What follows belongs to an exercise in optimizing a design on an open flow for small area; a production flow would make more cautious choices. Only simulation tests tie the RTL to the original design; equivalence was not proved. Power figures rest on the tool's default switching activity, not on a simulated workload.

==> flow/design.v <==
package vecdot_pkg;
  typedef logic signed [16-1:0] sample_t;
  typedef logic signed [2*16-1:0] product_t;
  typedef logic signed [41-1:0] acc_t;
  typedef logic [4-1:0] tap_idx_t;
  typedef logic [9*16-1:0] tap_vec_t;
endpackage
module vecdot9 (
  input  logic                clk,
  input  logic                reset,
  input  logic                en,
  input  vecdot_pkg::sample_t hin,
  input  logic                hin_valid,
  input  vecdot_pkg::sample_t xin,
  input  logic                xin_valid,
  output vecdot_pkg::sample_t dout,
  output logic                dout_valid,
  output logic                sat
);
  localparam int W  = 16;
  localparam int N  = 9;
  localparam int AW = 2*W + 3;
  logic [(N-1)*W-1:0] xslot_q;
  logic [(N-1)*W-1:0] kpart_q;
  logic [N*W-1:0]     kcur_q;
  logic               kzero_q;
  logic [3:0]         fcnt_q;
  logic [3:0]         kcnt_q;
  logic [3:0]         pidx_q;
  logic               vld_q;
  logic [AW-1:0]      acc_q;
  logic x_acc, h_acc, f_done, k_done, busy;
  assign x_acc  = en && xin_valid;
  assign h_acc  = en && hin_valid;
  assign f_done = x_acc && (fcnt_q == 4'd8);
  assign k_done = h_acc && (kcnt_q == 4'd8);
  assign busy   = !pidx_q[3];
  always_ff @(posedge clk) begin
    if (reset) begin
      fcnt_q <= '0;
    end else if (x_acc) begin
      fcnt_q <= (fcnt_q == 4'd8) ? 4'd0 : fcnt_q + 4'd1;
    end
  end
  always_ff @(posedge clk) begin
    if (reset) begin
      kcnt_q <= '0;
    end else if (h_acc) begin
      kcnt_q <= (kcnt_q == 4'd8) ? 4'd0 : kcnt_q + 4'd1;
    end
  end
  always_ff @(posedge clk) begin
    for (int i = 0; i < N-1; i++) begin
      if (!reset && x_acc && fcnt_q == 4'(i)) begin
        xslot_q[i*W +: W] <= xin;
      end
    end
  end
  always_ff @(posedge clk) begin
    if (!reset && h_acc) begin
      kpart_q <= {hin, kpart_q[(N-1)*W-1:W]};
    end
  end
  always_ff @(posedge clk) begin
    if (!reset && k_done) begin
      kcur_q <= {hin, kpart_q};
    end
  end
  always_ff @(posedge clk) begin
    if (reset) begin
      kzero_q <= 1'b1;
    end else if (k_done) begin
      kzero_q <= 1'b0;
    end
  end
  logic [W-1:0] x_op;
  logic [W-1:0] k_op;
  always_comb begin
    if (f_done) begin
      x_op = xin;
      k_op = k_done ? hin : kcur_q[(N-1)*W +: W];
    end else begin
      x_op = xslot_q[0 +: W];
      k_op = kcur_q[0 +: W];
      for (int i = 1; i < N-1; i++) begin
        if (pidx_q[2:0] == 3'(i)) begin
          x_op = xslot_q[i*W +: W];
          k_op = kcur_q[i*W +: W];
        end
      end
    end
    if (kzero_q && !k_done) k_op = '0;
  end
  localparam int NR = W/2;
  logic [W:0]      xb;
  logic [NR-1:0]   b_one, b_two, b_neg;
  logic [W:0]      row  [NR];
  logic [AW-1:0]   rsum;
  assign xb = {x_op, 1'b0};
  always_comb begin
    rsum = '0;
    for (int j = 0; j < NR; j++) begin
      b_one[j] = xb[2*j+1] ^ xb[2*j];
      b_two[j] = (xb[2*j+2] & ~xb[2*j+1] & ~xb[2*j]) | (~xb[2*j+2] & xb[2*j+1] & xb[2*j]);
      b_neg[j] = xb[2*j+2];
      for (int i = 0; i <= W; i++) begin
        row[j][i] = ((b_one[j] & (i == W ? k_op[W-1] : k_op[i])) |
                     (b_two[j] & (i == 0 ? 1'b0 : k_op[i-1]))) ^ b_neg[j];
      end
      rsum = rsum + (AW'({~row[j][W], row[j][W-1:0]}) << (2*j)) + (AW'(b_neg[j]) << (2*j));
    end
  end
  always_ff @(posedge clk) begin
    if (reset) begin
      pidx_q <= 4'd8;
    end else if (en) begin
      if (f_done) begin
        pidx_q <= 4'd0;
      end else if (busy) begin
        pidx_q <= pidx_q + 4'd1;
      end
    end
  end
  always_ff @(posedge clk) begin
    if (reset) begin
      vld_q <= 1'b0;
    end else if (en) begin
      vld_q <= (pidx_q == 4'd7);
    end
  end
  localparam logic [AW-1:0] START = AW'(35'd512 - 35'd9 * 35'h0_5555_0000);
  always_ff @(posedge clk) begin
    if (!reset && (f_done || (en && busy))) begin
      acc_q <= (f_done ? START : acc_q) + rsum;
    end
  end
  logic pos_ovf, neg_ovf;
  assign pos_ovf = !acc_q[AW-1] && (|acc_q[AW-2:W+10-1]);
  assign neg_ovf =  acc_q[AW-1] && !(&acc_q[AW-2:W+10-1]);
  always_comb begin
    if (pos_ovf)      dout = {1'b0, {(W-1){1'b1}}};
    else if (neg_ovf) dout = {1'b1, {(W-1){1'b0}}};
    else              dout = acc_q[10 +: W];
  end
  assign sat        = pos_ovf || neg_ovf;
  assign dout_valid = vld_q;
endmodule
Settings: LEC_CHECK=0, CAP_MARGIN=20, CORE_MARGIN=2, CORE_UTILIZATION=45, SLEW_MARGIN=20; clock period 8.0 ns.
run.sh (not shown) runs the stock make flow with config.mk's settings and CLKGATE_MAP_FILE= SYNTH_SCRIPT=/design/flow/synth_recipe.tcl, a recipe that flattens the netlist after the stock synthesis.
Next try:
--- a/flow/design.v
+++ b/flow/design.v
@@ -14,16 +14,16 @@
   input  vecdot_pkg::sample_t xin,
   input  logic                xin_valid,
   output vecdot_pkg::sample_t dout,
   output logic                dout_valid,
   output logic                sat
 );
-  localparam int W  = 16;
-  localparam int N  = 9;
+  localparam int W = 16;
+  localparam int N = 9;
   localparam int AW = 2*W + 3;
-  logic [(N-1)*W-1:0] xslot_q;
+  logic [N*W-1:0]     xslot_q;
   logic [(N-1)*W-1:0] kpart_q;
   logic [N*W-1:0]     kcur_q;
   logic               kzero_q;
   logic [3:0]         fcnt_q;
   logic [3:0]         kcnt_q;
   logic [3:0]         pidx_q;
@@ -31,13 +31,13 @@
   logic [AW-1:0]      acc_q;
   logic x_acc, h_acc, f_done, k_done, busy;
   assign x_acc  = en && xin_valid;
   assign h_acc  = en && hin_valid;
   assign f_done = x_acc && (fcnt_q == 4'd8);
   assign k_done = h_acc && (kcnt_q == 4'd8);
-  assign busy   = !pidx_q[3];
+  assign busy   = (pidx_q <= 4'd8);
   always_ff @(posedge clk) begin
     if (reset) begin
       fcnt_q <= '0;
     end else if (x_acc) begin
       fcnt_q <= (fcnt_q == 4'd8) ? 4'd0 : fcnt_q + 4'd1;
     end
@@ -47,13 +47,13 @@
       kcnt_q <= '0;
     end else if (h_acc) begin
       kcnt_q <= (kcnt_q == 4'd8) ? 4'd0 : kcnt_q + 4'd1;
     end
   end
   always_ff @(posedge clk) begin
-    for (int i = 0; i < N-1; i++) begin
+    for (int i = 0; i < N; i++) begin
       if (!reset && x_acc && fcnt_q == 4'(i)) begin
         xslot_q[i*W +: W] <= xin;
       end
     end
   end
   always_ff @(posedge clk) begin
@@ -70,29 +70,24 @@
     if (reset) begin
       kzero_q <= 1'b1;
     end else if (k_done) begin
       kzero_q <= 1'b0;
     end
   end
-  logic [W-1:0] x_op;
-  logic [W-1:0] k_op;
+  logic signed [W-1:0]    x_op;
+  logic signed [W-1:0]    k_op;
   always_comb begin
-    if (f_done) begin
-      x_op = xin;
-      k_op = k_done ? hin : kcur_q[(N-1)*W +: W];
-    end else begin
-      x_op = xslot_q[0 +: W];
-      k_op = kcur_q[0 +: W];
-      for (int i = 1; i < N-1; i++) begin
-        if (pidx_q[2:0] == 3'(i)) begin
-          x_op = xslot_q[i*W +: W];
-          k_op = kcur_q[i*W +: W];
-        end
+    x_op = xslot_q[0 +: W];
+    k_op = kcur_q[0 +: W];
+    for (int i = 1; i < N; i++) begin
+      if (pidx_q == 4'(i)) begin
+        x_op = xslot_q[i*W +: W];
+        k_op = kcur_q[i*W +: W];
       end
     end
-    if (kzero_q && !k_done) k_op = '0;
+    if (kzero_q) k_op = '0;
   end
   localparam int NR = W/2;
   logic [W:0]      xb;
   logic [NR-1:0]   b_one, b_two, b_neg;
   logic [W:0]      row  [NR];
   logic [AW-1:0]   rsum;
@@ -109,32 +104,32 @@
       end
       rsum = rsum + (AW'({~row[j][W], row[j][W-1:0]}) << (2*j)) + (AW'(b_neg[j]) << (2*j));
     end
   end
   always_ff @(posedge clk) begin
     if (reset) begin
-      pidx_q <= 4'd8;
+      pidx_q <= 4'd9;
     end else if (en) begin
       if (f_done) begin
         pidx_q <= 4'd0;
       end else if (busy) begin
         pidx_q <= pidx_q + 4'd1;
       end
     end
   end
   always_ff @(posedge clk) begin
     if (reset) begin
       vld_q <= 1'b0;
     end else if (en) begin
-      vld_q <= (pidx_q == 4'd7);
+      vld_q <= (pidx_q == 4'd8);
     end
   end
   localparam logic [AW-1:0] START = AW'(35'd512 - 35'd9 * 35'h0_5555_0000);
   always_ff @(posedge clk) begin
-    if (!reset && (f_done || (en && busy))) begin
-      acc_q <= (f_done ? START : acc_q) + rsum;
+    if (!reset && en && busy) begin
+      acc_q <= ((pidx_q == 4'd0) ? START : acc_q) + rsum;
     end
   end
   logic pos_ovf, neg_ovf;
   assign pos_ovf = !acc_q[AW-1] && (|acc_q[AW-2:W+10-1]);
   assign neg_ovf =  acc_q[AW-1] && !(&acc_q[AW-2:W+10-1]);
   always_comb begin
What happened: Clock skew goes down by 0.021 ns. Total power goes down by 4.3%. Clock-buffer cell count goes down by 4. First-iteration DRC count goes up by 18%. Routed wire length goes down by 9.1%. Worst setup slack gains 0.16 ns. Register-to-register slack gains 0.10 ns. Maximum frequency goes up by 2.0%. Area after synthesis barely changes. Cell area goes down by 9.8%. Via count goes down by 7.2%.

[what the ideal ports hide]
No port has a modelled driver above. Below, the same layouts with a new extraction and two added sets of constraints.
Step 1, drivers: a clkbuf_16 drives clk and a buf_2 each remaining input, both assumed.
Step 2 moves the port delays by t, midway between the first and last clock arrival at a register: inputs arrive t later, outputs are due t later. That takes back most of the time a late clock gives input paths.
a / b / c = ideal ports / drivers / drivers and shift; a / b = the first two.
run | shift t [ns] | slack for setup (ns) | clock arrival spread, ns
the first run | 0.657 | 0.143 / 0.178 / -0.480 | 0.036 / 0.035
the second run | 0.657 | 0.301 / 0.301 / 0.301 | 0.015 / 0.016
Met with ideal ports but missed after step 2: setup timing in the first run. For the first run, which loses most, drivers alone change the setup slack by +0.035 ns; drivers and shift together by -0.623 ns.
